From an optimization exercise on the open Yosys and OpenROAD flow, aimed at a short achievable clock period and few clock cycles; shortcuts taken in it are not production practice. Function was checked by simulation only, so behaviour that the tests miss may differ from the original. Power is estimated from default activity; no workload was simulated.

Setup of main:
==> flow/design.v (excerpt) <==
module rv_core (
  input  wire logic         clk,
  input  wire logic         reset,
  output logic [5:0]        o_imem_addr,
  input  wire logic [31:0]  i_imem_rdata,
  output logic [5:0]        o_dmem_addr,
  output logic              o_dmem_we,
  output logic [63:0]       o_dmem_wdata,
  input  wire logic [63:0]  i_dmem_rdata
);
  logic [7:1]  pc_f;         
  logic [7:2]  pc_o;         
  logic [7:1]  m_pc;         
  logic        m_valid;      
  logic        m_bt;         
  logic        r_valid;
  logic [1:0]  r_cnt;        
  logic [31:1] r_rs1_oh;
  logic [31:1] r_rs2_oh;
  logic [4:0]  r_rs1;
  logic [4:0]  r_rs2;
  logic [31:1] r_alu_oh;     
  logic [31:1] r_ld_oh;      
  logic [4:0]  r_rd;
  logic        r_aluw;       
  logic        r_ldw;        
  logic        r_ld;
  logic        r_sd;
  logic        r_beq;
  logic        r_add;
  logic        r_addi;
  logic        r_sub;
  logic        r_and;
  logic        r_or;
  logic        r_pred;
  logic [11:0] r_imm;
  logic [7:1]  r_alt;        
  logic        x_valid;
  logic [63:0] x_a;          
  logic [63:0] x_b;
  logic [31:1] x_alu_oh;
  logic [31:1] x_ld_oh;
  logic [4:0]  x_rd;
  logic        x_aluw;
  logic        x_ldw;
  logic        x_ld;
  logic        x_sd;
  logic        x_beq;
  logic        x_add;
  logic        x_addi;
  logic        x_sub;
  logic        x_and;
  logic        x_or;
  logic        x_pred;
  logic [11:0] x_imm;
  logic [7:1]  x_alt;
  logic [63:0] x_res;        
  logic [31:1] w_oh;         
  logic        w_v;
  logic [4:0]  w_rd;
  logic        lp1_v;        
  logic [4:0]  lp1_rd;
  logic [31:1] lp1_oh;
  logic [31:1] lp2_oh;       
  logic        lp2_v;
  ...
==> flow/config.mk <==
export PLATFORM = sky130hd
export DESIGN_NAME = rv_core
export DESIGN_NICKNAME = rv_core
export VERILOG_FILES = /design/flow/design.v
export SDC_FILE = /design/flow/constraint.sdc
export NUM_CORES = 4
export LEC_CHECK = 0
export CAP_MARGIN = 35
export CELL_PAD_IN_SITES_DETAIL_PLACEMENT = 1
export CELL_PAD_IN_SITES_GLOBAL_PLACEMENT = 2
export CORE_MARGIN = 2
export CORE_UTILIZATION = 40
export GPL_TIMING_DRIVEN = 1
export PLACE_DENSITY = 0.5
export SLEW_MARGIN = 20
export TNS_END_PERCENT = 25
==> flow/constraint.sdc <==
create_clock -name core_clock -period 12.0 [get_ports {clk}]
set_input_delay 2.4000 -clock core_clock [delete_from_list [all_inputs] [get_ports {clk}]]
set_output_delay 2.4000 -clock core_clock [all_outputs]
set_load 0.01 [all_outputs]
standard.sh (not shown) runs the stock make flow with config.mk's settings and CLKGATE_MAP_FILE= SYNTH_SCRIPT=/design/flow/synth_recipe.tcl, a recipe that flattens the netlist after the stock synthesis.
==> flow/flow/run.sh <==
#!/bin/bash
# Standard synthesis, then the standard flow's own layout steps with two changes to how the
# layout is made (not to its constraints): repair_timing aims for SETUP_MARGIN ns
# of slack at the design's own clock period, so the timing repair keeps working
# past a positive slack, and the port buffers start as buf_4 cells.
set -euo pipefail
SETUP_MARGIN=${SETUP_MARGIN:-7.8}
bash standard.sh synth > synth.log 2>&1
bash standard.sh SETUP_SLACK_MARGIN=$SETUP_MARGIN "BUFFER_PORTS_ARGS=-buffer_cell sky130_fd_sc_hd__buf_4" finish > layout.log 2>&1
main | stages: all done | timing, DRC, antenna: all pass
Testbench counts of main, summed over its fixed seeds: cycles 54,592.
Input-level comparison between the feature branch and main:
--- a/flow/design.v
+++ b/flow/design.v
@@ -66,16 +66,18 @@
   logic [31:1] lp2_oh;       
   logic        lp2_v;
   logic [4:0]  lp2_rd;
   logic [5:0]  dq_addr;
   logic        dq_we;
   logic [63:0] dq_wdata;
   logic [63:0] regs [1:31];
   logic [31:1] zf;           
+  logic [31:1] of;           
+  logic        r_am1;        
   logic [3:0]  bt_v;
   logic [7:1]  bt_pc [0:3];
   logic [7:1]  bt_t  [0:3];
   logic [1:0]  bt_ptr;
   logic        bt_hit;
   logic [7:1]  bt_tgt;
   assign o_imem_addr  = pc_o;
   assign o_dmem_addr  = dq_addr;
@@ -191,52 +193,59 @@
   begin
     rs1_dec = '0;
     rs2_dec = '0;
     rd_dec  = '0;
     rs1_dec[w_rs1] = 1'b1;
     rs2_dec[w_rs2] = 1'b1;
     rd_dec[wd]     = 1'b1;
   end
-  logic w_zero, z1, z2;
-  logic [31:0] zf0;
-  logic        r_wr;
+  logic w_zero, w_one, z1, z2;
+  logic [31:0] zf0, of0;
+  logic        r_wr, r_one, r_zr;
   assign w_zero = (x_res == 64'd0);
+  assign w_one  = (x_res == 64'd1);
   assign zf0    = {zf, 1'b1};
+  assign of0    = {of, 1'b0};
   assign r_wr   = r_valid && (r_aluw || r_ldw);
+  assign r_one  = !(x_valid && (x_aluw || x_ldw) && (r_rs1 == x_rd)) &&
+                  !(lp1_v && (r_rs1 == lp1_rd)) &&
+                  ((w_v && (r_rs1 == w_rd)) ? w_one :
+                   (!(lp2_v && (r_rs1 == lp2_rd)) && of0[r_rs1]));
+  assign r_zr   = r_aluw && r_am1 && r_one;
   function automatic logic src_zero(input logic [4:0] sr, input logic [31:0] zfv,
-                                    input logic rwr, input logic [4:0] rrd,
+                                    input logic rwr, input logic [4:0] rrd, input logic rz,
                                     input logic xv, input logic xaw, input logic xlw,
                                     input logic [4:0] xrd, input logic xz,
                                     input logic l1v, input logic [4:0] l1rd,
                                     input logic l2v, input logic [4:0] l2rd,
                                     input logic wv, input logic [4:0] wrd,
                                     input logic wz);
     logic z;
     if (sr == 5'd0)
       z = 1'b1;
     else if (rwr && (sr == rrd))
-      z = 1'b0;
+      z = rz;
     else if (xv && xaw && (sr == xrd))
       z = xz;
     else if (xv && xlw && (sr == xrd))
       z = 1'b0;
     else if (l1v && (sr == l1rd))
       z = 1'b0;
     else if (wv && (sr == wrd))
       z = wz;
     else if (l2v && (sr == l2rd))
       z = 1'b0;
     else
       z = zfv[sr];
     src_zero = z;
   endfunction
-  assign z1 = src_zero(w_rs1, zf0, r_wr, r_rd, x_valid, x_aluw, x_ldw, x_rd, x_zero,
+  assign z1 = src_zero(w_rs1, zf0, r_wr, r_rd, r_zr, x_valid, x_aluw, x_ldw, x_rd, x_zero,
                        lp1_v, lp1_rd, lp2_v, lp2_rd, w_v, w_rd, w_zero);
-  assign z2 = src_zero(w_rs2, zf0, r_wr, r_rd, x_valid, x_aluw, x_ldw, x_rd, x_zero,
+  assign z2 = src_zero(w_rs2, zf0, r_wr, r_rd, r_zr, x_valid, x_aluw, x_ldw, x_rd, x_zero,
                        lp1_v, lp1_rd, lp2_v, lp2_rd, w_v, w_rd, w_zero);
   assign always_t = d_beq && (w_rs1 == w_rs2);
   assign pred     = always_t || (d_beq && (w[31] || (z1 && z2)));
   assign target   = m_pc + {w[27:25], w[11:8]};
   assign seq      = m_pc + 7'd2;
   assign rs2_op = w[5];
   assign hz2 = r_valid && (r_cnt == 2'd0) && r_ldw &&
                ((w_rs1 == r_rd) || (rs2_op && (w_rs2 == r_rd)));
@@ -344,16 +353,17 @@
       r_rd     <= wd;
       r_aluw   <= d_alu && (wd != 5'd0);
       r_ldw    <= d_ld && (wd != 5'd0);
       r_ld     <= d_ld;
       r_sd     <= d_sd;
       r_beq    <= d_beq;
       r_add    <= d_add;
       r_addi   <= d_addi;
+      r_am1    <= d_addi && (w[31:20] == 12'hfff);
       r_sub    <= d_sub;
       r_and    <= d_and;
       r_or     <= d_or;
       r_pred   <= pred;
       r_imm    <= d_sd ? {w[31:25], w[11:7]} : w[31:20];
       r_alt    <= pred ? seq : target;
     end
   end
@@ -391,31 +401,38 @@
     begin
       w_oh   <= '0;
       w_v    <= 1'b0;
       lp1_v  <= 1'b0;
       lp1_oh <= '0;
       lp2_v  <= 1'b0;
       lp2_oh <= '0;
       zf     <= '1;
+      of     <= '0;
     end
     else
     begin
       w_oh   <= x_valid ? x_alu_oh : 31'd0;
       w_v    <= x_valid && x_aluw;
       lp1_v  <= x_valid && x_ldw;
       lp1_oh <= x_valid ? x_ld_oh : 31'd0;
       lp2_v  <= lp1_v;
       lp2_oh <= lp1_oh;
       for (int r = 1; r < 32; r++)
       begin
         if (w_oh[r])
+        begin
           zf[r] <= w_zero;
+          of[r] <= w_one;
+        end
         else if (lp2_oh[r])
+        begin
           zf[r] <= 1'b0;    
+          of[r] <= 1'b0;
+        end
       end
     end
   end
   always_ff @(posedge clk)
   begin
     x_res    <= res;
     w_rd     <= x_rd;
     lp1_rd   <= x_rd;
Looking only at relative contribution of the clock network to total power, and setting everything else aside, the lower value of the feature branch and main goes to main.
Higher global routing usage summed across all routing layers among the feature branch and main: the feature branch
Comparing number of flops mapped to enable cells by yosys for the feature branch and main, the smaller number came from main.
The cell area reported after detailed placement reported for the feature branch is smaller than that of main by about 2.5%.
main has a higher area growth from synthesis to layout than the feature branch.
Going from main to the feature branch, leakage component of the power grew by a few percent.
As of the feature branch, total number of nets in the final design had risen slightly compared to main.
Testbench counts of the feature branch, summed over its fixed seeds: cycles 52,992.

-- static timing again, ports no longer ideal --
In the flow no input, the clock included, has a driving cell. The finished layouts below were timed again as built, in two steps. Step 1: set_driving_cell puts a clkbuf_16 on clk and a buf_2 on each other input, an assumption about the parent block. Step 2 also shifts input and output timing later by t, the mid clock arrival at the registers, as if the neighbouring blocks saw the same clock. Three values: ideal ports, drivers, drivers and shift; two values: the first two.
run | t, ns | setup WS [ns] | pins driven straight from the clock port
main | 1.145 | 7.508 / 7.508 / 6.466 | 1
the feature branch | 1.137 | 7.222 / 7.222 / 6.552 | 1
After both steps every run listed still meets setup and hold. For main, which loses most, drivers alone change the setup slack by 0.000 ns; drivers and shift together by -1.042 ns.
